This is an optimization exercise on Yosys and OpenROAD, whose aim is small area, a short achievable clock period and few clock cycles per item, not a production implementation. Where RTL was checked, it was by simulation tests only, not by an equivalence proof against the original. Function not checked in run 2: the RTL went through the layout flow alone.

==> flow/design.v, too long to show whole: its modules and the start of the top module <==
// module psum_sequencer: 58 lines
// module operand_stage: 74 lines
// module macc_unit: 85 lines
// module macc_fbgate: 19 lines
// module macc_tree: 552 lines
// module macc_fa: 4 lines
// module macc_ha: 4 lines
// module macc_fx: 8 lines
// module macc_hx: 4 lines
// module macc_xor2: 3 lines
// module macc_xnor2: 3 lines
// module macc_or2: 3 lines
// module macc_and2: 3 lines
// module macc_ao21: 3 lines
// module macc_cpa: 146 lines
// module macc_pgen: 4 lines
// module macc_gp4: 4 lines
// module macc_cg4: 5 lines
// module macc_gcell: 3 lines
// module macc_pcell: 3 lines
// module macc_control_top: 92 lines
module macc_control_top (
  input logic clk,
  input logic rst_n,
  input logic mac_begin,
  input logic acc_begin,
  input macc_pkg::len_t conv_len,
  input macc_pkg::filt_t filter_num,
  input macc_pkg::data_t weight_in,
  input macc_pkg::data_t ifmap_in,
  input macc_pkg::data_t external_psum,
  input macc_pkg::acc_t internal_psum,
  output logic mul_enable,
  output logic acc_enable,
  output macc_pkg::len_t cnt_a,
  output macc_pkg::filt_t cnt_b,
  output macc_pkg::acc_t accum_out,
  output logic psum_store,
  output logic mac_finish,
  output logic acc_finish
);
  // ...
==> flow/flow/run.sh <==
#!/bin/bash
# standard layout, with the port buffers made from the smallest plain buffer
set -euo pipefail
export BUFFER_PORTS_ARGS="-buffer_cell sky130_fd_sc_hd__buf_1"
bash standard.sh > standard_flow.log 2>&1
==> flow/standard.sh <==
#!/bin/bash
# synth_recipe.tcl (not shown) runs the flow's synth.tcl, then flattens the netlist and writes it again
# the make line also repeats each setting of config.mk as NAME=value (left out here)
make -C /OpenROAD-flow-scripts/flow DESIGN_CONFIG=/design/flow/config.mk WORK_HOME=/design/flow/orfs CLKGATE_MAP_FILE= SYNTH_SCRIPT=/design/flow/synth_recipe.tcl "${@:-finish}"
==> flow/config.mk <==
export PLATFORM = sky130hd
export DESIGN_NAME = macc_control_top
export DESIGN_NICKNAME = macc_control_top
export VERILOG_FILES = /design/flow/design.v
export SDC_FILE = /design/flow/constraint.sdc
export NUM_CORES = 4
export LEC_CHECK = 0
export CAP_MARGIN = 20
export CORE_MARGIN = 2
export CORE_UTILIZATION = 60
export CTS_BUF_LIST = sky130_fd_sc_hd__clkbuf_8
export CTS_CLUSTER_DIAMETER = 60
export CTS_CLUSTER_SIZE = 16
export SETUP_SLACK_MARGIN = 4.2
export SLEW_MARGIN = 20
export SYNTH_HIERARCHICAL = 1
export SYNTH_MINIMUM_KEEP_SIZE = 0
==> flow/constraint.sdc <==
create_clock -name core_clock -period 7.0 [get_ports {clk}]
set_input_delay 1.4000 -clock core_clock [delete_from_list [all_inputs] [get_ports {clk}]]
set_output_delay 1.4000 -clock core_clock [all_outputs]
set_load 0.01 [all_outputs]
==> metrics.md, run 1 <==
| Metric | Value |
|---|---|
| Status | `no timing/DRC/antenna violations` |
| Crit path time final | `2.77 ns` |
| Nets@finish | `1659` |
| Post-route insts no fill | `approximately 1700` |
| GPL Wtd Cong | `0.830` |
| Met1 WL | `14200 um` |
| # clock sinks | `229` |
| Final clock skew | `0.0272 ns` |
| Yosys warns | `10` |
| CP cell instances | `a22oi_1 -> xnor2_1 -> fa_1 -> fa_2 -> fa_1 -> fa_1` |
| GRT Util Overall | `around a quarter` |
| Number of global-route vias before repair | `just under 10000` |
| Slew margin rel. | `53.0%` |
| Top sig layer | `met4` |
| CORE AREA | `around 24000 um2` |
| H-tree depth | `1` |
| Area added between synthesis and finish | `5.14%` |
| Hold Fails Final Rpt | `0` |
| Clock buffer cells | `23` |
| DP Cell Count | `1686` |
| Max-Cap Viols | `0` |
| Via count | `9541` |
| Share of cells above drive strength 1 | `a little over a tenth` |
| R2R cell count | `6` |
| CTS tree | `built` |
| Crit-path leading delay family | `adder cells` |
| Clock Latency Late Sink | `0.57 ns` |
| Met3 Use GR | `4.21%` |
| Hold crit path type | `register to register` |
| Worst reg2reg setup slack | `roughly 4.2 ns` |
| Clk tree area frac | `3.09%` |
| Gr ovfl total | `0` |
| Global route hottest layer | `met2` |
| Clock-pin slew on the worst setup and hold paths | `roughly 0.10 ns` |
| Layout fillers | `2045` |
| Worst R2R End | `u_mac.c_q[15]` |
Testbench counts, summed over its fixed seeds: cycles 24,347, items 22,427.
==> module macc_tree, before the edit <==
module macc_tree (
  input  logic [15:0] w,
  input  logic [16:0] pp0,  
  input  logic [7:0] one,
  input  logic [7:0] two,
  input  logic [7:0] neg,
  input  logic [35:0] sfb,
  input  logic [35:0] cfb,
  output logic [35:0] s_o,
  output logic [35:0] c_o
);
  wire pp1_0 = (((one[1] & w[0]) | (two[1] & 1'b0)) ^ neg[1]);
  wire pp1_1 = (((one[1] & w[1]) | (two[1] & w[0])) ^ neg[1]);
  wire pp1_2 = (((one[1] & w[2]) | (two[1] & w[1])) ^ neg[1]);
  wire pp1_3 = (((one[1] & w[3]) | (two[1] & w[2])) ^ neg[1]);
  wire pp1_4 = (((one[1] & w[4]) | (two[1] & w[3])) ^ neg[1]);
  wire pp1_5 = (((one[1] & w[5]) | (two[1] & w[4])) ^ neg[1]);
  wire pp1_6 = (((one[1] & w[6]) | (two[1] & w[5])) ^ neg[1]);
  wire pp1_7 = (((one[1] & w[7]) | (two[1] & w[6])) ^ neg[1]);
  wire pp1_8 = (((one[1] & w[8]) | (two[1] & w[7])) ^ neg[1]);
  wire pp1_9 = (((one[1] & w[9]) | (two[1] & w[8])) ^ neg[1]);
  wire pp1_10 = (((one[1] & w[10]) | (two[1] & w[9])) ^ neg[1]);
  wire pp1_11 = (((one[1] & w[11]) | (two[1] & w[10])) ^ neg[1]);
  wire pp1_12 = (((one[1] & w[12]) | (two[1] & w[11])) ^ neg[1]);
  wire pp1_13 = (((one[1] & w[13]) | (two[1] & w[12])) ^ neg[1]);
  wire pp1_14 = (((one[1] & w[14]) | (two[1] & w[13])) ^ neg[1]);
  wire pp1_15 = (((one[1] & w[15]) | (two[1] & w[14])) ^ neg[1]);
  wire pp1_16 = ~(((one[1] & w[15]) | (two[1] & w[15])) ^ neg[1]);
  wire pp2_0 = (((one[2] & w[0]) | (two[2] & 1'b0)) ^ neg[2]);
  wire pp2_1 = (((one[2] & w[1]) | (two[2] & w[0])) ^ neg[2]);
  wire pp2_2 = (((one[2] & w[2]) | (two[2] & w[1])) ^ neg[2]);
  wire pp2_3 = (((one[2] & w[3]) | (two[2] & w[2])) ^ neg[2]);
  wire pp2_4 = (((one[2] & w[4]) | (two[2] & w[3])) ^ neg[2]);
  wire pp2_5 = (((one[2] & w[5]) | (two[2] & w[4])) ^ neg[2]);
  wire pp2_6 = (((one[2] & w[6]) | (two[2] & w[5])) ^ neg[2]);
  wire pp2_7 = (((one[2] & w[7]) | (two[2] & w[6])) ^ neg[2]);
  wire pp2_8 = (((one[2] & w[8]) | (two[2] & w[7])) ^ neg[2]);
  wire pp2_9 = (((one[2] & w[9]) | (two[2] & w[8])) ^ neg[2]);
  wire pp2_10 = (((one[2] & w[10]) | (two[2] & w[9])) ^ neg[2]);
  wire pp2_11 = (((one[2] & w[11]) | (two[2] & w[10])) ^ neg[2]);
  wire pp2_12 = (((one[2] & w[12]) | (two[2] & w[11])) ^ neg[2]);
  wire pp2_13 = (((one[2] & w[13]) | (two[2] & w[12])) ^ neg[2]);
  wire pp2_14 = (((one[2] & w[14]) | (two[2] & w[13])) ^ neg[2]);
  wire pp2_15 = (((one[2] & w[15]) | (two[2] & w[14])) ^ neg[2]);
  wire pp2_16 = ~(((one[2] & w[15]) | (two[2] & w[15])) ^ neg[2]);
  wire pp3_0 = (((one[3] & w[0]) | (two[3] & 1'b0)) ^ neg[3]);
  wire pp3_1 = (((one[3] & w[1]) | (two[3] & w[0])) ^ neg[3]);
  wire pp3_2 = (((one[3] & w[2]) | (two[3] & w[1])) ^ neg[3]);
  wire pp3_3 = (((one[3] & w[3]) | (two[3] & w[2])) ^ neg[3]);
  wire pp3_4 = (((one[3] & w[4]) | (two[3] & w[3])) ^ neg[3]);
  wire pp3_5 = (((one[3] & w[5]) | (two[3] & w[4])) ^ neg[3]);
  wire pp3_6 = (((one[3] & w[6]) | (two[3] & w[5])) ^ neg[3]);
  wire pp3_7 = (((one[3] & w[7]) | (two[3] & w[6])) ^ neg[3]);
  wire pp3_8 = (((one[3] & w[8]) | (two[3] & w[7])) ^ neg[3]);
  wire pp3_9 = (((one[3] & w[9]) | (two[3] & w[8])) ^ neg[3]);
  wire pp3_10 = (((one[3] & w[10]) | (two[3] & w[9])) ^ neg[3]);
  wire pp3_11 = (((one[3] & w[11]) | (two[3] & w[10])) ^ neg[3]);
  wire pp3_12 = (((one[3] & w[12]) | (two[3] & w[11])) ^ neg[3]);
  wire pp3_13 = (((one[3] & w[13]) | (two[3] & w[12])) ^ neg[3]);
  wire pp3_14 = (((one[3] & w[14]) | (two[3] & w[13])) ^ neg[3]);
  wire pp3_15 = (((one[3] & w[15]) | (two[3] & w[14])) ^ neg[3]);
  wire pp3_16 = ~(((one[3] & w[15]) | (two[3] & w[15])) ^ neg[3]);
  wire pp4_0 = (((one[4] & w[0]) | (two[4] & 1'b0)) ^ neg[4]);
  wire pp4_1 = (((one[4] & w[1]) | (two[4] & w[0])) ^ neg[4]);
  wire pp4_2 = (((one[4] & w[2]) | (two[4] & w[1])) ^ neg[4]);
  wire pp4_3 = (((one[4] & w[3]) | (two[4] & w[2])) ^ neg[4]);
  wire pp4_4 = (((one[4] & w[4]) | (two[4] & w[3])) ^ neg[4]);
  wire pp4_5 = (((one[4] & w[5]) | (two[4] & w[4])) ^ neg[4]);
  wire pp4_6 = (((one[4] & w[6]) | (two[4] & w[5])) ^ neg[4]);
  wire pp4_7 = (((one[4] & w[7]) | (two[4] & w[6])) ^ neg[4]);
  wire pp4_8 = (((one[4] & w[8]) | (two[4] & w[7])) ^ neg[4]);
  wire pp4_9 = (((one[4] & w[9]) | (two[4] & w[8])) ^ neg[4]);
  wire pp4_10 = (((one[4] & w[10]) | (two[4] & w[9])) ^ neg[4]);
  wire pp4_11 = (((one[4] & w[11]) | (two[4] & w[10])) ^ neg[4]);
  wire pp4_12 = (((one[4] & w[12]) | (two[4] & w[11])) ^ neg[4]);
  wire pp4_13 = (((one[4] & w[13]) | (two[4] & w[12])) ^ neg[4]);
  wire pp4_14 = (((one[4] & w[14]) | (two[4] & w[13])) ^ neg[4]);
  wire pp4_15 = (((one[4] & w[15]) | (two[4] & w[14])) ^ neg[4]);
  wire pp4_16 = ~(((one[4] & w[15]) | (two[4] & w[15])) ^ neg[4]);
  wire pp5_0 = (((one[5] & w[0]) | (two[5] & 1'b0)) ^ neg[5]);
  wire pp5_1 = (((one[5] & w[1]) | (two[5] & w[0])) ^ neg[5]);
  wire pp5_2 = (((one[5] & w[2]) | (two[5] & w[1])) ^ neg[5]);
  wire pp5_3 = (((one[5] & w[3]) | (two[5] & w[2])) ^ neg[5]);
  wire pp5_4 = (((one[5] & w[4]) | (two[5] & w[3])) ^ neg[5]);
  wire pp5_5 = (((one[5] & w[5]) | (two[5] & w[4])) ^ neg[5]);
  wire pp5_6 = (((one[5] & w[6]) | (two[5] & w[5])) ^ neg[5]);
  wire pp5_7 = (((one[5] & w[7]) | (two[5] & w[6])) ^ neg[5]);
  wire pp5_8 = (((one[5] & w[8]) | (two[5] & w[7])) ^ neg[5]);
  wire pp5_9 = (((one[5] & w[9]) | (two[5] & w[8])) ^ neg[5]);
  wire pp5_10 = (((one[5] & w[10]) | (two[5] & w[9])) ^ neg[5]);
  wire pp5_11 = (((one[5] & w[11]) | (two[5] & w[10])) ^ neg[5]);
  wire pp5_12 = (((one[5] & w[12]) | (two[5] & w[11])) ^ neg[5]);
  wire pp5_13 = (((one[5] & w[13]) | (two[5] & w[12])) ^ neg[5]);
  wire pp5_14 = (((one[5] & w[14]) | (two[5] & w[13])) ^ neg[5]);
  wire pp5_15 = (((one[5] & w[15]) | (two[5] & w[14])) ^ neg[5]);
  wire pp5_16 = ~(((one[5] & w[15]) | (two[5] & w[15])) ^ neg[5]);
  wire pp6_0 = (((one[6] & w[0]) | (two[6] & 1'b0)) ^ neg[6]);
  wire pp6_1 = (((one[6] & w[1]) | (two[6] & w[0])) ^ neg[6]);
  wire pp6_2 = (((one[6] & w[2]) | (two[6] & w[1])) ^ neg[6]);
  wire pp6_3 = (((one[6] & w[3]) | (two[6] & w[2])) ^ neg[6]);
  wire pp6_4 = (((one[6] & w[4]) | (two[6] & w[3])) ^ neg[6]);
  wire pp6_5 = (((one[6] & w[5]) | (two[6] & w[4])) ^ neg[6]);
  wire pp6_6 = (((one[6] & w[6]) | (two[6] & w[5])) ^ neg[6]);
  wire pp6_7 = (((one[6] & w[7]) | (two[6] & w[6])) ^ neg[6]);
  wire pp6_8 = (((one[6] & w[8]) | (two[6] & w[7])) ^ neg[6]);
  wire pp6_9 = (((one[6] & w[9]) | (two[6] & w[8])) ^ neg[6]);
  wire pp6_10 = (((one[6] & w[10]) | (two[6] & w[9])) ^ neg[6]);
  wire pp6_11 = (((one[6] & w[11]) | (two[6] & w[10])) ^ neg[6]);
  wire pp6_12 = (((one[6] & w[12]) | (two[6] & w[11])) ^ neg[6]);
  wire pp6_13 = (((one[6] & w[13]) | (two[6] & w[12])) ^ neg[6]);
  wire pp6_14 = (((one[6] & w[14]) | (two[6] & w[13])) ^ neg[6]);
  wire pp6_15 = (((one[6] & w[15]) | (two[6] & w[14])) ^ neg[6]);
  wire pp6_16 = ~(((one[6] & w[15]) | (two[6] & w[15])) ^ neg[6]);
  wire pp7_0 = (((one[7] & w[0]) | (two[7] & 1'b0)) ^ neg[7]);
  wire pp7_1 = (((one[7] & w[1]) | (two[7] & w[0])) ^ neg[7]);
  wire pp7_2 = (((one[7] & w[2]) | (two[7] & w[1])) ^ neg[7]);
  wire pp7_3 = (((one[7] & w[3]) | (two[7] & w[2])) ^ neg[7]);
  wire pp7_4 = (((one[7] & w[4]) | (two[7] & w[3])) ^ neg[7]);
  wire pp7_5 = (((one[7] & w[5]) | (two[7] & w[4])) ^ neg[7]);
  wire pp7_6 = (((one[7] & w[6]) | (two[7] & w[5])) ^ neg[7]);
  wire pp7_7 = (((one[7] & w[7]) | (two[7] & w[6])) ^ neg[7]);
  wire pp7_8 = (((one[7] & w[8]) | (two[7] & w[7])) ^ neg[7]);
  wire pp7_9 = (((one[7] & w[9]) | (two[7] & w[8])) ^ neg[7]);
  wire pp7_10 = (((one[7] & w[10]) | (two[7] & w[9])) ^ neg[7]);
  wire pp7_11 = (((one[7] & w[11]) | (two[7] & w[10])) ^ neg[7]);
  wire pp7_12 = (((one[7] & w[12]) | (two[7] & w[11])) ^ neg[7]);
  wire pp7_13 = (((one[7] & w[13]) | (two[7] & w[12])) ^ neg[7]);
  wire pp7_14 = (((one[7] & w[14]) | (two[7] & w[13])) ^ neg[7]);
  wire pp7_15 = (((one[7] & w[15]) | (two[7] & w[14])) ^ neg[7]);
  wire pp7_16 = ~(((one[7] & w[15]) | (two[7] & w[15])) ^ neg[7]);
  wire t1s, t1c;
  macc_fa u_t1s (.a(pp0[0]), .b(neg[0]), .c(sfb[0]), .s(t1s), .co(t1c));
  wire t2s, t2c;
  macc_fa u_t2s (.a(pp0[1]), .b(sfb[1]), .c(cfb[1]), .s(t2s), .co(t2c));
  wire t3s, t3c;
  macc_fa u_t3s (.a(pp0[2]), .b(neg[1]), .c(sfb[2]), .s(t3s), .co(t3c));
  wire t4s, t4c;
  macc_fa u_t4s (.a(cfb[2]), .b(pp1_0), .c(t3s), .s(t4s), .co(t4c));
  wire t5s, t5c;
  macc_fa u_t5s (.a(pp0[3]), .b(sfb[3]), .c(cfb[3]), .s(t5s), .co(t5c));
  wire t6s, t6c;
  macc_fa u_t6s (.a(pp1_1), .b(t3c), .c(t5s), .s(t6s), .co(t6c));
  wire t7s, t7c;
  macc_fa u_t7s (.a(pp0[4]), .b(neg[2]), .c(sfb[4]), .s(t7s), .co(t7c));
  wire t8s, t8c;
  macc_fa u_t8s (.a(cfb[4]), .b(pp1_2), .c(pp2_0), .s(t8s), .co(t8c));
  wire t9s, t9c;
  macc_fa u_t9s (.a(t7s), .b(t5c), .c(t8s), .s(t9s), .co(t9c));
  wire t10s, t10c;
  macc_fa u_t10s (.a(pp0[5]), .b(sfb[5]), .c(cfb[5]), .s(t10s), .co(t10c));
  wire t11s, t11c;
  macc_fa u_t11s (.a(pp1_3), .b(pp2_1), .c(t7c), .s(t11s), .co(t11c));
  wire t12s, t12c;
  macc_fa u_t12s (.a(t10s), .b(t8c), .c(t11s), .s(t12s), .co(t12c));
  wire t13s, t13c;
  macc_fa u_t13s (.a(pp0[6]), .b(neg[3]), .c(sfb[6]), .s(t13s), .co(t13c));
  wire t14s, t14c;
  macc_fa u_t14s (.a(cfb[6]), .b(pp1_4), .c(pp2_2), .s(t14s), .co(t14c));
  wire t15s, t15c;
  macc_fa u_t15s (.a(pp3_0), .b(t13s), .c(t10c), .s(t15s), .co(t15c));
  wire t16s, t16c;
  macc_fa u_t16s (.a(t11c), .b(t14s), .c(t15s), .s(t16s), .co(t16c));
  wire t17s, t17c;
  macc_fa u_t17s (.a(pp0[7]), .b(sfb[7]), .c(cfb[7]), .s(t17s), .co(t17c));
  wire t18s, t18c;
  macc_fa u_t18s (.a(pp1_5), .b(pp2_3), .c(pp3_1), .s(t18s), .co(t18c));
  wire t19s, t19c;
  macc_fa u_t19s (.a(t13c), .b(t17s), .c(t14c), .s(t19s), .co(t19c));
  wire t20s, t20c;
  macc_fa u_t20s (.a(t18s), .b(t15c), .c(t19s), .s(t20s), .co(t20c));
  wire t21s, t21c;
  macc_fa u_t21s (.a(pp0[8]), .b(neg[4]), .c(sfb[8]), .s(t21s), .co(t21c));
  wire t22s, t22c;
  macc_fa u_t22s (.a(cfb[8]), .b(pp1_6), .c(pp2_4), .s(t22s), .co(t22c));
  wire t23s, t23c;
  macc_fa u_t23s (.a(pp3_2), .b(pp4_0), .c(t21s), .s(t23s), .co(t23c));
  wire t24s, t24c;
  macc_fa u_t24s (.a(t17c), .b(t18c), .c(t22s), .s(t24s), .co(t24c));
  wire t25s, t25c;
  macc_fa u_t25s (.a(t23s), .b(t19c), .c(t24s), .s(t25s), .co(t25c));
  wire t26s, t26c;
  macc_fa u_t26s (.a(pp0[9]), .b(sfb[9]), .c(cfb[9]), .s(t26s), .co(t26c));
  wire t27s, t27c;
  macc_fa u_t27s (.a(pp1_7), .b(pp2_5), .c(pp3_3), .s(t27s), .co(t27c));
  wire t28s, t28c;
  macc_fa u_t28s (.a(pp4_1), .b(t21c), .c(t26s), .s(t28s), .co(t28c));
  wire t29s, t29c;
  macc_fa u_t29s (.a(t22c), .b(t23c), .c(t27s), .s(t29s), .co(t29c));
  wire t30s, t30c;
  macc_fa u_t30s (.a(t28s), .b(t24c), .c(t29s), .s(t30s), .co(t30c));
  wire t31s, t31c;
  macc_fa u_t31s (.a(pp0[10]), .b(neg[5]), .c(sfb[10]), .s(t31s), .co(t31c));
  wire t32s, t32c;
  macc_fa u_t32s (.a(cfb[10]), .b(pp1_8), .c(pp2_6), .s(t32s), .co(t32c));
  wire t33s, t33c;
  macc_fa u_t33s (.a(pp3_4), .b(pp4_2), .c(pp5_0), .s(t33s), .co(t33c));
  wire t34s, t34c;
  macc_fa u_t34s (.a(t31s), .b(t26c), .c(t27c), .s(t34s), .co(t34c));
  wire t35s, t35c;
  macc_fa u_t35s (.a(t32s), .b(t33s), .c(t28c), .s(t35s), .co(t35c));
  wire t36s, t36c;
  macc_fa u_t36s (.a(t34s), .b(t29c), .c(t35s), .s(t36s), .co(t36c));
  wire t37s, t37c;
  macc_fa u_t37s (.a(pp0[11]), .b(sfb[11]), .c(cfb[11]), .s(t37s), .co(t37c));
  wire t38s, t38c;
  macc_fa u_t38s (.a(pp1_9), .b(pp2_7), .c(pp3_5), .s(t38s), .co(t38c));
  wire t39s, t39c;
  macc_fa u_t39s (.a(pp4_3), .b(pp5_1), .c(t31c), .s(t39s), .co(t39c));
  wire t40s, t40c;
  macc_fa u_t40s (.a(t37s), .b(t32c), .c(t33c), .s(t40s), .co(t40c));
  wire t41s, t41c;
  macc_fa u_t41s (.a(t38s), .b(t39s), .c(t34c), .s(t41s), .co(t41c));
  wire t42s, t42c;
  macc_fa u_t42s (.a(t35c), .b(t40s), .c(t41s), .s(t42s), .co(t42c));
  wire t43s, t43c;
  macc_fa u_t43s (.a(pp0[12]), .b(neg[6]), .c(sfb[12]), .s(t43s), .co(t43c));
  wire t44s, t44c;
  macc_fa u_t44s (.a(cfb[12]), .b(pp1_10), .c(pp2_8), .s(t44s), .co(t44c));
  wire t45s, t45c;
  macc_fa u_t45s (.a(pp3_6), .b(pp4_4), .c(pp5_2), .s(t45s), .co(t45c));
  wire t46s, t46c;
  macc_fa u_t46s (.a(pp6_0), .b(t43s), .c(t37c), .s(t46s), .co(t46c));
  wire t47s, t47c;
  macc_fa u_t47s (.a(t38c), .b(t39c), .c(t44s), .s(t47s), .co(t47c));
  wire t48s, t48c;
  macc_fa u_t48s (.a(t45s), .b(t46s), .c(t40c), .s(t48s), .co(t48c));
  wire t49s, t49c;
  macc_fa u_t49s (.a(t47s), .b(t41c), .c(t48s), .s(t49s), .co(t49c));
  wire t50s, t50c;
  macc_fa u_t50s (.a(pp0[13]), .b(sfb[13]), .c(cfb[13]), .s(t50s), .co(t50c));
  wire t51s, t51c;
  macc_fa u_t51s (.a(pp1_11), .b(pp2_9), .c(pp3_7), .s(t51s), .co(t51c));
  wire t52s, t52c;
  macc_fa u_t52s (.a(pp4_5), .b(pp5_3), .c(pp6_1), .s(t52s), .co(t52c));
  wire t53s, t53c;
  macc_fa u_t53s (.a(t43c), .b(t50s), .c(t44c), .s(t53s), .co(t53c));
  wire t54s, t54c;
  macc_fa u_t54s (.a(t45c), .b(t51s), .c(t52s), .s(t54s), .co(t54c));
  wire t55s, t55c;
  macc_fx u_t55s (.a(t46c), .b(t53s), .c(t47c), .s(t55s), .co(t55c));
  wire t56s, t56c;
  macc_fx u_t56s (.a(t54s), .b(t48c), .c(t55s), .s(t56s), .co(t56c));
  wire t57s, t57c;
  macc_fx u_t57s (.a(pp0[14]), .b(neg[7]), .c(sfb[14]), .s(t57s), .co(t57c));
  wire t58s, t58c;
  macc_fx u_t58s (.a(cfb[14]), .b(pp1_12), .c(pp2_10), .s(t58s), .co(t58c));
  wire t59s, t59c;
  macc_fx u_t59s (.a(pp3_8), .b(pp4_6), .c(pp5_4), .s(t59s), .co(t59c));
  wire t60s, t60c;
  macc_fa u_t60s (.a(pp6_2), .b(pp7_0), .c(t57s), .s(t60s), .co(t60c));
  wire t61s, t61c;
  macc_fa u_t61s (.a(t50c), .b(t51c), .c(t52c), .s(t61s), .co(t61c));
  wire t62s, t62c;
  macc_fx u_t62s (.a(t58s), .b(t59s), .c(t60s), .s(t62s), .co(t62c));
  wire t63s, t63c;
  macc_fa u_t63s (.a(t53c), .b(t54c), .c(t61s), .s(t63s), .co(t63c));
  wire t64s, t64c;
  macc_fx u_t64s (.a(t62s), .b(t55c), .c(t63s), .s(t64s), .co(t64c));
  wire t65s, t65c;
  macc_fa u_t65s (.a(pp0[15]), .b(sfb[15]), .c(cfb[15]), .s(t65s), .co(t65c));
  wire t66s, t66c;
  macc_fa u_t66s (.a(pp1_13), .b(pp2_11), .c(pp3_9), .s(t66s), .co(t66c));
  wire t67s, t67c;
  macc_fa u_t67s (.a(pp4_7), .b(pp5_5), .c(pp6_3), .s(t67s), .co(t67c));
  wire t68s, t68c;
  macc_fx u_t68s (.a(pp7_1), .b(t57c), .c(t65s), .s(t68s), .co(t68c));
  wire t69s, t69c;
  macc_fa u_t69s (.a(t58c), .b(t59c), .c(t60c), .s(t69s), .co(t69c));
  wire t70s, t70c;
  macc_fx u_t70s (.a(t66s), .b(t67s), .c(t68s), .s(t70s), .co(t70c));
  wire t71s, t71c;
  macc_fx u_t71s (.a(t61c), .b(t62c), .c(t69s), .s(t71s), .co(t71c));
  wire t72s, t72c;
  macc_fa u_t72s (.a(t70s), .b(t63c), .c(t71s), .s(t72s), .co(t72c));
  wire t73s, t73c;
  macc_xnor2 u_t73s (.a(pp0[16]), .b(sfb[16]), .y(t73s));
  macc_or2 u_t73c (.a(pp0[16]), .b(sfb[16]), .y(t73c));
  wire t74s, t74c;
  macc_fa u_t74s (.a(cfb[16]), .b(pp1_14), .c(pp2_12), .s(t74s), .co(t74c));
  wire t75s, t75c;
  macc_fa u_t75s (.a(pp3_10), .b(pp4_8), .c(pp5_6), .s(t75s), .co(t75c));
  wire t76s, t76c;
  macc_ha u_t76s (.a(pp6_4), .b(pp7_2), .s(t76s), .co(t76c));
  wire t77s, t77c;
  macc_fa u_t77s (.a(t73s), .b(t76s), .c(t65c), .s(t77s), .co(t77c));
  wire t78s, t78c;
  macc_fa u_t78s (.a(t66c), .b(t67c), .c(t74s), .s(t78s), .co(t78c));
  wire t79s, t79c;
  macc_fx u_t79s (.a(t75s), .b(t68c), .c(t77s), .s(t79s), .co(t79c));
  wire t80s, t80c;
  macc_fa u_t80s (.a(t69c), .b(t70c), .c(t78s), .s(t80s), .co(t80c));
  wire t81s, t81c;
  macc_fx u_t81s (.a(t79s), .b(t71c), .c(t80s), .s(t81s), .co(t81c));
  wire t82s, t82c;
  macc_xnor2 u_t82s (.a(sfb[17]), .b(cfb[17]), .y(t82s));
  macc_or2 u_t82c (.a(sfb[17]), .b(cfb[17]), .y(t82c));
  wire t83s, t83c;
  macc_fa u_t83s (.a(pp1_15), .b(pp2_13), .c(pp3_11), .s(t83s), .co(t83c));
  wire t84s, t84c;
  macc_ha u_t84s (.a(pp4_9), .b(pp5_7), .s(t84s), .co(t84c));
  wire t85s, t85c;
  macc_fx u_t85s (.a(pp6_5), .b(pp7_3), .c(t73c), .s(t85s), .co(t85c));
  wire t86s, t86c;
  macc_fx u_t86s (.a(t76c), .b(t84s), .c(t82s), .s(t86s), .co(t86c));
  wire t87s, t87c;
  macc_fx u_t87s (.a(t74c), .b(t75c), .c(t83s), .s(t87s), .co(t87c));
  wire t88s, t88c;
  macc_fa u_t88s (.a(t85s), .b(t77c), .c(t86s), .s(t88s), .co(t88c));
  wire t89s, t89c;
  macc_fx u_t89s (.a(t78c), .b(t87s), .c(t79c), .s(t89s), .co(t89c));
  wire t90s, t90c;
  macc_fx u_t90s (.a(t88s), .b(t80c), .c(t89s), .s(t90s), .co(t90c));
  wire t91s, t91c;
  macc_fx u_t91s (.a(sfb[18]), .b(cfb[18]), .c(pp1_16), .s(t91s), .co(t91c));
  wire t92s, t92c;
  macc_fa u_t92s (.a(pp2_14), .b(pp3_12), .c(pp4_10), .s(t92s), .co(t92c));
  wire t93s, t93c;
  macc_fa u_t93s (.a(pp5_8), .b(pp6_6), .c(pp7_4), .s(t93s), .co(t93c));
  wire t94s, t94c;
  macc_fa u_t94s (.a(t84c), .b(t82c), .c(t91s), .s(t94s), .co(t94c));
  wire t95s, t95c;
  macc_fa u_t95s (.a(t83c), .b(t85c), .c(t92s), .s(t95s), .co(t95c));
  wire t96s, t96c;
  macc_fx u_t96s (.a(t93s), .b(t86c), .c(t94s), .s(t96s), .co(t96c));
  wire t97s, t97c;
  macc_fx u_t97s (.a(t87c), .b(t95s), .c(t88c), .s(t97s), .co(t97c));
  wire t98s, t98c;
  macc_fx u_t98s (.a(t96s), .b(t89c), .c(t97s), .s(t98s), .co(t98c));
  wire t99s, t99c;
  macc_xnor2 u_t99s (.a(sfb[19]), .b(cfb[19]), .y(t99s));
  macc_or2 u_t99c (.a(sfb[19]), .b(cfb[19]), .y(t99c));
  wire t100s, t100c;
  macc_fa u_t100s (.a(pp2_15), .b(pp3_13), .c(pp4_11), .s(t100s), .co(t100c));
  wire t101s, t101c;
  macc_fa u_t101s (.a(pp5_9), .b(pp6_7), .c(pp7_5), .s(t101s), .co(t101c));
  wire t102s, t102c;
  macc_fa u_t102s (.a(t91c), .b(t99s), .c(t92c), .s(t102s), .co(t102c));
  wire t103s, t103c;
  macc_fa u_t103s (.a(t93c), .b(t100s), .c(t101s), .s(t103s), .co(t103c));
  wire t104s, t104c;
  macc_fx u_t104s (.a(t94c), .b(t102s), .c(t95c), .s(t104s), .co(t104c));
  wire t105s, t105c;
  macc_fx u_t105s (.a(t103s), .b(t96c), .c(t104s), .s(t105s), .co(t105c));
  wire t106s, t106c;
  macc_hx u_t106s (.a(t97c), .b(t105s), .s(t106s), .co(t106c));
  wire t107s, t107c;
  macc_fx u_t107s (.a(sfb[20]), .b(cfb[20]), .c(pp2_16), .s(t107s), .co(t107c));
  wire t108s, t108c;
  macc_fa u_t108s (.a(pp3_14), .b(pp4_12), .c(pp5_10), .s(t108s), .co(t108c));
  wire t109s, t109c;
  macc_fx u_t109s (.a(pp6_8), .b(pp7_6), .c(t99c), .s(t109s), .co(t109c));
  wire t110s, t110c;
  macc_fa u_t110s (.a(t107s), .b(t100c), .c(t101c), .s(t110s), .co(t110c));
  wire t111s, t111c;
  macc_fx u_t111s (.a(t108s), .b(t109s), .c(t102c), .s(t111s), .co(t111c));
  wire t112s, t112c;
  macc_fx u_t112s (.a(t103c), .b(t110s), .c(t111s), .s(t112s), .co(t112c));
  wire t113s, t113c;
  macc_fx u_t113s (.a(t104c), .b(t112s), .c(t105c), .s(t113s), .co(t113c));
  wire t114s, t114c;
  macc_xnor2 u_t114s (.a(sfb[21]), .b(cfb[21]), .y(t114s));
  macc_or2 u_t114c (.a(sfb[21]), .b(cfb[21]), .y(t114c));
  wire t115s, t115c;
  macc_fa u_t115s (.a(pp3_15), .b(pp4_13), .c(pp5_11), .s(t115s), .co(t115c));
  wire t116s, t116c;
  macc_fa u_t116s (.a(pp6_9), .b(pp7_7), .c(t107c), .s(t116s), .co(t116c));
  wire t117s, t117c;
  macc_fa u_t117s (.a(t114s), .b(t108c), .c(t115s), .s(t117s), .co(t117c));
  wire t118s, t118c;
  macc_fx u_t118s (.a(t109c), .b(t116s), .c(t110c), .s(t118s), .co(t118c));
  wire t119s, t119c;
  macc_fx u_t119s (.a(t117s), .b(t111c), .c(t118s), .s(t119s), .co(t119c));
  wire t120s, t120c;
  macc_ha u_t120s (.a(t112c), .b(t119s), .s(t120s), .co(t120c));
  wire t121s, t121c;
  macc_fa u_t121s (.a(sfb[22]), .b(cfb[22]), .c(pp3_16), .s(t121s), .co(t121c));
  wire t122s, t122c;
  macc_fa u_t122s (.a(pp4_14), .b(pp5_12), .c(pp6_10), .s(t122s), .co(t122c));
  wire t123s, t123c;
  macc_fx u_t123s (.a(pp7_8), .b(t114c), .c(t121s), .s(t123s), .co(t123c));
  wire t124s, t124c;
  macc_fx u_t124s (.a(t115c), .b(t122s), .c(t116c), .s(t124s), .co(t124c));
  wire t125s, t125c;
  macc_fx u_t125s (.a(t123s), .b(t117c), .c(t124s), .s(t125s), .co(t125c));
  wire t126s, t126c;
  macc_fx u_t126s (.a(t118c), .b(t125s), .c(t119c), .s(t126s), .co(t126c));
  wire t127s, t127c;
  macc_xnor2 u_t127s (.a(sfb[23]), .b(cfb[23]), .y(t127s));
  macc_or2 u_t127c (.a(sfb[23]), .b(cfb[23]), .y(t127c));
  wire t128s, t128c;
  macc_fa u_t128s (.a(pp4_15), .b(pp5_13), .c(pp6_11), .s(t128s), .co(t128c));
  wire t129s, t129c;
  macc_fa u_t129s (.a(pp7_9), .b(t121c), .c(t127s), .s(t129s), .co(t129c));
  wire t130s, t130c;
  macc_fa u_t130s (.a(t122c), .b(t128s), .c(t123c), .s(t130s), .co(t130c));
  wire t131s, t131c;
  macc_fx u_t131s (.a(t129s), .b(t124c), .c(t130s), .s(t131s), .co(t131c));
  wire t132s, t132c;
  macc_ha u_t132s (.a(t125c), .b(t131s), .s(t132s), .co(t132c));
  wire t133s, t133c;
  macc_fx u_t133s (.a(sfb[24]), .b(cfb[24]), .c(pp4_16), .s(t133s), .co(t133c));
  wire t134s, t134c;
  macc_fa u_t134s (.a(pp5_14), .b(pp6_12), .c(pp7_10), .s(t134s), .co(t134c));
  wire t135s, t135c;
  macc_fa u_t135s (.a(t127c), .b(t133s), .c(t128c), .s(t135s), .co(t135c));
  wire t136s, t136c;
  macc_fa u_t136s (.a(t134s), .b(t129c), .c(t135s), .s(t136s), .co(t136c));
  wire t137s, t137c;
  macc_fx u_t137s (.a(t130c), .b(t136s), .c(t131c), .s(t137s), .co(t137c));
  wire t138s, t138c;
  macc_xnor2 u_t138s (.a(sfb[25]), .b(cfb[25]), .y(t138s));
  macc_or2 u_t138c (.a(sfb[25]), .b(cfb[25]), .y(t138c));
  wire t139s, t139c;
  macc_fa u_t139s (.a(pp5_15), .b(pp6_13), .c(pp7_11), .s(t139s), .co(t139c));
  wire t140s, t140c;
  macc_fa u_t140s (.a(t133c), .b(t138s), .c(t134c), .s(t140s), .co(t140c));
  wire t141s, t141c;
  macc_fa u_t141s (.a(t139s), .b(t135c), .c(t140s), .s(t141s), .co(t141c));
  wire t142s, t142c;
  macc_ha u_t142s (.a(t136c), .b(t141s), .s(t142s), .co(t142c));
  wire t143s, t143c;
  macc_fa u_t143s (.a(sfb[26]), .b(cfb[26]), .c(pp5_16), .s(t143s), .co(t143c));
  wire t144s, t144c;
  macc_fa u_t144s (.a(pp6_14), .b(pp7_12), .c(t138c), .s(t144s), .co(t144c));
  wire t145s, t145c;
  macc_fa u_t145s (.a(t143s), .b(t139c), .c(t144s), .s(t145s), .co(t145c));
  wire t146s, t146c;
  macc_fa u_t146s (.a(t140c), .b(t145s), .c(t141c), .s(t146s), .co(t146c));
  wire t147s, t147c;
  macc_xnor2 u_t147s (.a(sfb[27]), .b(cfb[27]), .y(t147s));
  macc_or2 u_t147c (.a(sfb[27]), .b(cfb[27]), .y(t147c));
  wire t148s, t148c;
  macc_fa u_t148s (.a(pp6_15), .b(pp7_13), .c(t143c), .s(t148s), .co(t148c));
  wire t149s, t149c;
  macc_fa u_t149s (.a(t147s), .b(t144c), .c(t148s), .s(t149s), .co(t149c));
  wire t150s, t150c;
  macc_ha u_t150s (.a(t145c), .b(t149s), .s(t150s), .co(t150c));
  wire t151s, t151c;
  macc_fa u_t151s (.a(sfb[28]), .b(cfb[28]), .c(pp6_16), .s(t151s), .co(t151c));
  wire t152s, t152c;
  macc_fa u_t152s (.a(pp7_14), .b(t147c), .c(t151s), .s(t152s), .co(t152c));
  wire t153s, t153c;
  macc_fa u_t153s (.a(t148c), .b(t152s), .c(t149c), .s(t153s), .co(t153c));
  wire t154s, t154c;
  macc_xnor2 u_t154s (.a(sfb[29]), .b(cfb[29]), .y(t154s));
  macc_or2 u_t154c (.a(sfb[29]), .b(cfb[29]), .y(t154c));
  wire t155s, t155c;
  macc_fa u_t155s (.a(pp7_15), .b(t151c), .c(t154s), .s(t155s), .co(t155c));
  wire t156s, t156c;
  macc_ha u_t156s (.a(t152c), .b(t155s), .s(t156s), .co(t156c));
  wire t157s, t157c;
  macc_fa u_t157s (.a(sfb[30]), .b(cfb[30]), .c(pp7_16), .s(t157s), .co(t157c));
  wire t158s, t158c;
  macc_fa u_t158s (.a(t154c), .b(t157s), .c(t155c), .s(t158s), .co(t158c));
  wire t159s, t159c;
  macc_xnor2 u_t159s (.a(sfb[31]), .b(cfb[31]), .y(t159s));
  macc_or2 u_t159c (.a(sfb[31]), .b(cfb[31]), .y(t159c));
  wire t160s, t160c;
  macc_ha u_t160s (.a(t157c), .b(t159s), .s(t160s), .co(t160c));
  wire t161s, t161c;
  macc_xnor2 u_t161s (.a(sfb[32]), .b(cfb[32]), .y(t161s));
  macc_or2 u_t161c (.a(sfb[32]), .b(cfb[32]), .y(t161c));
  wire t162s, t162c;
  macc_ha u_t162s (.a(t159c), .b(t161s), .s(t162s), .co(t162c));
  wire t163s, t163c;
  macc_xnor2 u_t163s (.a(sfb[33]), .b(cfb[33]), .y(t163s));
  macc_or2 u_t163c (.a(sfb[33]), .b(cfb[33]), .y(t163c));
  wire t164s, t164c;
  macc_ha u_t164s (.a(t161c), .b(t163s), .s(t164s), .co(t164c));
  wire t165s, t165c;
  macc_xnor2 u_t165s (.a(sfb[34]), .b(cfb[34]), .y(t165s));
  macc_or2 u_t165c (.a(sfb[34]), .b(cfb[34]), .y(t165c));
  wire t166s, t166c;
  macc_ha u_t166s (.a(t163c), .b(t165s), .s(t166s), .co(t166c));
  wire t167s, t167c;
  macc_xnor2 u_t167s (.a(sfb[35]), .b(cfb[35]), .y(t167s));
  macc_or2 u_t167c (.a(sfb[35]), .b(cfb[35]), .y(t167c));
  wire t168s, t168c;
  macc_ha u_t168s (.a(t165c), .b(t167s), .s(t168s), .co(t168c));
  assign s_o[0] = cfb[0];
  assign c_o[0] = t1s;
  assign s_o[1] = t1c;
  assign c_o[1] = t2s;
  assign s_o[2] = t2c;
  assign c_o[2] = t4s;
  assign s_o[3] = t4c;
  assign c_o[3] = t6s;
  assign s_o[4] = t6c;
  assign c_o[4] = t9s;
  assign s_o[5] = t9c;
  assign c_o[5] = t12s;
  assign s_o[6] = t12c;
  assign c_o[6] = t16s;
  assign s_o[7] = t16c;
  assign c_o[7] = t20s;
  assign s_o[8] = t20c;
  assign c_o[8] = t25s;
  assign s_o[9] = t25c;
  assign c_o[9] = t30s;
  assign s_o[10] = t30c;
  assign c_o[10] = t36s;
  assign s_o[11] = t36c;
  assign c_o[11] = t42s;
  assign s_o[12] = t42c;
  assign c_o[12] = t49s;
  assign s_o[13] = t49c;
  assign c_o[13] = t56s;
  assign s_o[14] = t56c;
  assign c_o[14] = t64s;
  assign s_o[15] = t64c;
  assign c_o[15] = t72s;
  assign s_o[16] = t72c;
  assign c_o[16] = t81s;
  assign s_o[17] = t81c;
  assign c_o[17] = t90s;
  assign s_o[18] = t90c;
  assign c_o[18] = t98s;
  assign s_o[19] = t98c;
  assign c_o[19] = t106s;
  assign s_o[20] = t106c;
  assign c_o[20] = t113s;
  assign s_o[21] = t120s;
  assign c_o[21] = t113c;
  assign s_o[22] = t120c;
  assign c_o[22] = t126s;
  assign s_o[23] = t132s;
  assign c_o[23] = t126c;
  assign s_o[24] = t132c;
  assign c_o[24] = t137s;
  assign s_o[25] = t142s;
  assign c_o[25] = t137c;
  assign s_o[26] = t142c;
  assign c_o[26] = t146s;
  assign s_o[27] = t150s;
  assign c_o[27] = t146c;
  assign s_o[28] = t150c;
  assign c_o[28] = t153s;
  assign s_o[29] = t156s;
  assign c_o[29] = t153c;
  assign s_o[30] = t156c;
  assign c_o[30] = t158s;
  assign s_o[31] = t160s;
  assign c_o[31] = t158c;
  assign s_o[32] = t160c;
  assign c_o[32] = t162s;
  assign s_o[33] = t162c;
  assign c_o[33] = t164s;
  assign s_o[34] = t164c;
  assign c_o[34] = t166s;
  assign s_o[35] = t166c;
  assign c_o[35] = t168s;
endmodule
==> inputs of run 2 (changes only) <==
--- a/flow/design.v
+++ b/flow/design.v
@@ -471,7 +471,7 @@
   wire t45s, t45c;
   macc_fa u_t45s (.a(pp3_6), .b(pp4_4), .c(pp5_2), .s(t45s), .co(t45c));
   wire t46s, t46c;
-  macc_fa u_t46s (.a(pp6_0), .b(t43s), .c(t37c), .s(t46s), .co(t46c));
+  macc_fx u_t46s (.a(pp6_0), .b(t43s), .c(t37c), .s(t46s), .co(t46c));
   wire t47s, t47c;
   macc_fa u_t47s (.a(t38c), .b(t39c), .c(t44s), .s(t47s), .co(t47c));
   wire t48s, t48c;
@@ -495,9 +495,9 @@
   wire t57s, t57c;
   macc_fx u_t57s (.a(pp0[14]), .b(neg[7]), .c(sfb[14]), .s(t57s), .co(t57c));
   wire t58s, t58c;
-  macc_fx u_t58s (.a(cfb[14]), .b(pp1_12), .c(pp2_10), .s(t58s), .co(t58c));
+  macc_fa u_t58s (.a(cfb[14]), .b(pp1_12), .c(pp2_10), .s(t58s), .co(t58c));
   wire t59s, t59c;
-  macc_fx u_t59s (.a(pp3_8), .b(pp4_6), .c(pp5_4), .s(t59s), .co(t59c));
+  macc_fa u_t59s (.a(pp3_8), .b(pp4_6), .c(pp5_4), .s(t59s), .co(t59c));
   wire t60s, t60c;
   macc_fa u_t60s (.a(pp6_2), .b(pp7_0), .c(t57s), .s(t60s), .co(t60c));
   wire t61s, t61c;
@@ -517,18 +517,18 @@
   wire t68s, t68c;
   macc_fx u_t68s (.a(pp7_1), .b(t57c), .c(t65s), .s(t68s), .co(t68c));
   wire t69s, t69c;
-  macc_fa u_t69s (.a(t58c), .b(t59c), .c(t60c), .s(t69s), .co(t69c));
+  macc_fx u_t69s (.a(t58c), .b(t59c), .c(t60c), .s(t69s), .co(t69c));
   wire t70s, t70c;
   macc_fx u_t70s (.a(t66s), .b(t67s), .c(t68s), .s(t70s), .co(t70c));
   wire t71s, t71c;
-  macc_fx u_t71s (.a(t61c), .b(t62c), .c(t69s), .s(t71s), .co(t71c));
+  macc_fa u_t71s (.a(t61c), .b(t62c), .c(t69s), .s(t71s), .co(t71c));
   wire t72s, t72c;
-  macc_fa u_t72s (.a(t70s), .b(t63c), .c(t71s), .s(t72s), .co(t72c));
+  macc_fx u_t72s (.a(t70s), .b(t63c), .c(t71s), .s(t72s), .co(t72c));
   wire t73s, t73c;
   macc_xnor2 u_t73s (.a(pp0[16]), .b(sfb[16]), .y(t73s));
   macc_or2 u_t73c (.a(pp0[16]), .b(sfb[16]), .y(t73c));
   wire t74s, t74c;
-  macc_fa u_t74s (.a(cfb[16]), .b(pp1_14), .c(pp2_12), .s(t74s), .co(t74c));
+  macc_fx u_t74s (.a(cfb[16]), .b(pp1_14), .c(pp2_12), .s(t74s), .co(t74c));
   wire t75s, t75c;
   macc_fa u_t75s (.a(pp3_10), .b(pp4_8), .c(pp5_6), .s(t75s), .co(t75c));
   wire t76s, t76c;
@@ -549,7 +549,7 @@
   wire t83s, t83c;
   macc_fa u_t83s (.a(pp1_15), .b(pp2_13), .c(pp3_11), .s(t83s), .co(t83c));
   wire t84s, t84c;
-  macc_ha u_t84s (.a(pp4_9), .b(pp5_7), .s(t84s), .co(t84c));
+  macc_hx u_t84s (.a(pp4_9), .b(pp5_7), .s(t84s), .co(t84c));
   wire t85s, t85c;
   macc_fx u_t85s (.a(pp6_5), .b(pp7_3), .c(t73c), .s(t85s), .co(t85c));
   wire t86s, t86c;
@@ -602,7 +602,7 @@
   wire t109s, t109c;
   macc_fx u_t109s (.a(pp6_8), .b(pp7_6), .c(t99c), .s(t109s), .co(t109c));
   wire t110s, t110c;
-  macc_fa u_t110s (.a(t107s), .b(t100c), .c(t101c), .s(t110s), .co(t110c));
+  macc_fx u_t110s (.a(t107s), .b(t100c), .c(t101c), .s(t110s), .co(t110c));
   wire t111s, t111c;
   macc_fx u_t111s (.a(t108s), .b(t109s), .c(t102c), .s(t111s), .co(t111c));
   wire t112s, t112c;
@@ -619,11 +619,11 @@
   wire t117s, t117c;
   macc_fa u_t117s (.a(t114s), .b(t108c), .c(t115s), .s(t117s), .co(t117c));
   wire t118s, t118c;
-  macc_fx u_t118s (.a(t109c), .b(t116s), .c(t110c), .s(t118s), .co(t118c));
+  macc_fa u_t118s (.a(t109c), .b(t116s), .c(t110c), .s(t118s), .co(t118c));
   wire t119s, t119c;
   macc_fx u_t119s (.a(t117s), .b(t111c), .c(t118s), .s(t119s), .co(t119c));
   wire t120s, t120c;
-  macc_ha u_t120s (.a(t112c), .b(t119s), .s(t120s), .co(t120c));
+  macc_hx u_t120s (.a(t112c), .b(t119s), .s(t120s), .co(t120c));
   wire t121s, t121c;
   macc_fa u_t121s (.a(sfb[22]), .b(cfb[22]), .c(pp3_16), .s(t121s), .co(t121c));
   wire t122s, t122c;
@@ -650,13 +650,13 @@
   wire t132s, t132c;
   macc_ha u_t132s (.a(t125c), .b(t131s), .s(t132s), .co(t132c));
   wire t133s, t133c;
-  macc_fx u_t133s (.a(sfb[24]), .b(cfb[24]), .c(pp4_16), .s(t133s), .co(t133c));
+  macc_fa u_t133s (.a(sfb[24]), .b(cfb[24]), .c(pp4_16), .s(t133s), .co(t133c));
   wire t134s, t134c;
   macc_fa u_t134s (.a(pp5_14), .b(pp6_12), .c(pp7_10), .s(t134s), .co(t134c));
   wire t135s, t135c;
   macc_fa u_t135s (.a(t127c), .b(t133s), .c(t128c), .s(t135s), .co(t135c));
   wire t136s, t136c;
-  macc_fa u_t136s (.a(t134s), .b(t129c), .c(t135s), .s(t136s), .co(t136c));
+  macc_fx u_t136s (.a(t134s), .b(t129c), .c(t135s), .s(t136s), .co(t136c));
   wire t137s, t137c;
   macc_fx u_t137s (.a(t130c), .b(t136s), .c(t131c), .s(t137s), .co(t137c));
   wire t138s, t138c;
--- a/flow/config.mk
+++ b/flow/config.mk
@@ -8,9 +8,8 @@
 export CAP_MARGIN = 20
 export CORE_MARGIN = 2
 export CORE_UTILIZATION = 60
-export CTS_BUF_LIST = sky130_fd_sc_hd__clkbuf_8
-export CTS_CLUSTER_DIAMETER = 60
-export CTS_CLUSTER_SIZE = 16
+export CTS_CLUSTER_DIAMETER = 100
+export CTS_CLUSTER_SIZE = 25
 export SETUP_SLACK_MARGIN = 4.2
 export SLEW_MARGIN = 20
 export SYNTH_HIERARCHICAL = 1
==> run 2 against run 1 <==
  * Maximum frequency fell by 1.3%
  * Clock skew fell by 0.0025 ns
  * Via count fell by 1.4%
  * Clock-buffer cell count fell by 9
==> metrics.md, run 2 <==
| Metric | Value |
|---|---|
| Hold Fails Final Rpt | `0 (unchanged)` |
| Largest net degree at the start of global routing | `64 (unchanged)` |
| Crit-path leading delay family | `adder cells (unchanged)` |
| Worst path depth | `7 (was 6)` |
| Layout fillers | `2080 (was 2045)` |
| Final Max Slew Viols | `0 (unchanged)` |
| DRT iter0 DRCs | `525 (was 651)` |
| Clk buf depth | `3 (unchanged)` |
| Critical Path Source Type | `register (unchanged)` |
| Slew margin rel. | `55.8% (was 53.0%)` |
| Cts bufs inserted | `13 (was 21)` |
| First-pass GRT wire length | `48500 um (was 50700 um)` |
| Crit-path slowest cell | `fa_1 (was dfxtp_2)` |
| Worst Min Path Start | `u_ops.acc_pipe[0] (unchanged)` |
| H-tree depth | `1 (unchanged)` |
| Clock-pin slew on the worst setup and hold paths | `0.09 ns (was 0.10 ns)` |
| Worst Hold Path Cells | `0 (unchanged)` |
| Die Wd | `161 um (about the same)` |
| Status | `no timing/DRC/antenna violations (unchanged)` |
| Synth Area per Inst | `10.8 um2 (about the same)` |
| Worst path max stage delay | `0.52 ns (was 0.56 ns)` |
| Initial Util | `61.0% (was 60.9%)` |
| CP endpoint kind | `register (unchanged)` |
| Unrepaired setup endpoints after global routing | `yes (unchanged)` |
| Worst Tran Pin Value | `0.663 ns (was 0.699 ns)` |
| Wire per inst | `17.3 um (was 17.8 um)` |
| DR pass1 iterations | `5 (unchanged)` |
| Hold crit path type | `register to register (unchanged)` |
| Antenna viol nets, final | `0 (unchanged)` |
| Yosys warns | `10 (unchanged)` |
| Crit path DAT | `3.23 ns (was 3.21 ns)` |
| Die height | `161 um (about the same)` |
| Share of cells above drive strength 1 | `9.87% (was 11.0%)` |
| Number of vias per cell | `5.43 (was 5.47)` |
| Syn nets | `1617 (was 1615)` |
| Hold_ws | `0.326 ns (was 0.335 ns)` |
| Worst Hold Path EP | `u_ops.acc_pipe[1] (unchanged)` |
| Setup TNS | `0 ns (unchanged)` |
| Clock Latency Late Sink | `0.49 ns (was 0.57 ns)` |
| Worst Setup Slack, final | `4.20 ns (was 4.23 ns)` |
| CP cell instances | `buf_12 -> a22o_1 -> fa_1 -> xor2_1 -> xor2_1 -> fa_1 -> fa_2 (was a22oi_1 -> xnor2_1 -> fa_1 -> fa_2 -> fa_1 -> fa_1)` |
| Hold_buf cts | `0 (unchanged)` |
| Worst R2R End | `u_mac.c_q[12] (was u_mac.c_q[15])` |
| Pre-CTS setup slack | `3.82 ns (was 3.77 ns)` |
| Mapped Cells | `1368 (was 1363)` |
| Tcrit/Tclk final | `40.0% (was 39.5%)` |
| GPL Wtd Cong | `0.830 (about the same)` |
| Most common cell after layout, fill and taps aside | `dfxtp_1 (unchanged)` |
| Max Clock Freq | `0.357 GHz (was 0.362 GHz)` |
| Root Driver | `clkbuf_16 (was clkbuf_8)` |
| Port Buffers | `144 (unchanged)` |
| Antenna Cells | `0 (was 1)` |
| # clock sinks | `229 (unchanged)` |
| Synthesized cell area | `14800 um2 (about the same)` |
| Critical setup path kind | `register to register (unchanged)` |
| Max FO, Critical Path | `18 (was 14)` |
| Crit path required time | `7.43 ns (was 7.45 ns)` |
| Final setup viols | `0 (unchanged)` |
| Number of global-route vias before repair | `9456 (was 9827)` |
| Initial antenna violation count | `0 (was 1)` |
| CORE AREA | `24200 um2 (unchanged)` |
| Gr ovfl total | `0 (unchanged)` |
| Commonest non-fill, non-tap cells in the layout | `177 x dfxtp_1, 150 x xnor2_1, 144 x buf_1, 117 x xor2_1, 95 x fa_1 (was 176 x dfxtp_1, 149 x xnor2_1, 144 x buf_1, 111 x xor2_1, 101 x fa_1)` |
| Final wirelength | `30000 um (was 31100 um)` |
| Row count | `57 (unchanged)` |
| Via count | `9408 (was 9541)` |
| Crit path time final | `2.80 ns (was 2.77 ns)` |
| Final clock skew | `0.0247 ns (was 0.0272 ns)` |
| Io pins | `145 (unchanged)` |
| GRT Util Overall | `23.3% (was 24.2%)` |
| Area added between synthesis and finish | `4.06% (was 5.14%)` |
| Worst r2r src | `u_mac.u_fb_lo.keep (was u_ops.op_w[3])` |
| Nets@finish | `1654 (was 1659)` |
| Detailed-route DRC error count | `0 (unchanged)` |
| CTS tree | `built (unchanged)` |
| R2R cell count | `7 (was 6)` |
| Die area | `25900 um2 (about the same)` |
| Hpwl dp | `22800 um (was 23100 um)` |
| Max-Cap Viols | `0 (unchanged)` |
| CP bufs+invs | `1 (was 0)` |
| Worst reg2reg setup slack | `4.20 ns (was 4.23 ns)` |
==> run 2: what timing repair did <==
action / 4_1_cts / 5_1_grt
gates cloned: 0 / 1
gates resized for setup: 49 / 53
endpoints found under the setup margin: 41 / 32
pin swaps: 0 / 15
setup buffers: 0 / 21
==> run 2: final cells by class <==
type	count	area [um2]	share of cell area [%]
multi-input cells	968	8920	57.9
flip-flops and latches	229	4800	31.2
repair buffers	172	826	5.37
well taps	324	405	2.63
clock buffers	14	329	2.14
inverters	21	78.8	0.512
clock inverters	4	33.8	0.220
==> run 2: routing by layer <==
metal / vias up / GRT usage, % / part of all wire [%]
met4: 0 / 4.67 / 1.8
met3: 37 / 4.83 / 6.4
met1: 4514 / 32.5 / 46
met5: - / 0 / 0
li1: 4603 / - / -
met2: 254 / 37.8 / 45
==> run 2: through the flow <==
step	util [%]	std cells	cell area [um2]
after floorplan	-	1368	14800
after global placement	59.9	1692	14500
after detailed placement	59.9	1692	14500
after CTS	61.8	1710	15000
after global routing	63.5	1732	15400
final	63.5	1732	15400
==> run 2: how the worst max path moves through the flow <==
stage / from / to / slack, ns
4_1_cts: u_ops.op_neg[3] / u_mac.s_q[16] / 4.19
5_1_grt: u_ops.op_w[14] / u_mac.c_q[20] / 4.10
3_5_place_dp: u_ops.op_neg[3] / u_mac.c_q[12] / 3.82
6_report: u_mac.u_fb_lo.keep / u_mac.c_q[12] / 4.20
2_1_floorplan: u_mac.u_fb_lo.keep / u_mac.c_q[11] / 4.22
3_3_place_gp: u_ops.op_neg[5] / u_mac.c_q[26] / 3.88

-- separate check: timing with driven ports --
No port has a modelled driver above. Below, the same layouts with a new extraction and two added sets of constraints.
Step 1, drivers: a clkbuf_16 drives clk and a buf_2 each remaining input, both assumed.
Step 2 also shifts input and output timing later by t, the mid clock arrival at the registers, as if the neighbouring blocks saw the same clock.
Slacks: ideal / step 1 / step 2; pairs: ideal / step 1.
| run | t (ns) | setup WS [ns] | worst data-port slew with drivers (ns) | cell pins on the clock port's net |
|---|---|---|---|---|
| run 1 | 0.595 | 4.235 / 4.235 / 3.827 | 0.09 | 1 |
| run 2 | 0.528 | 4.198 / 4.198 / 3.989 | 0.06 | 1 |
After both steps setup and hold are still met in every run listed. The setup slack of run 1, which loses most, moves by 0.000 ns with the drivers and by -0.408 ns with both steps.
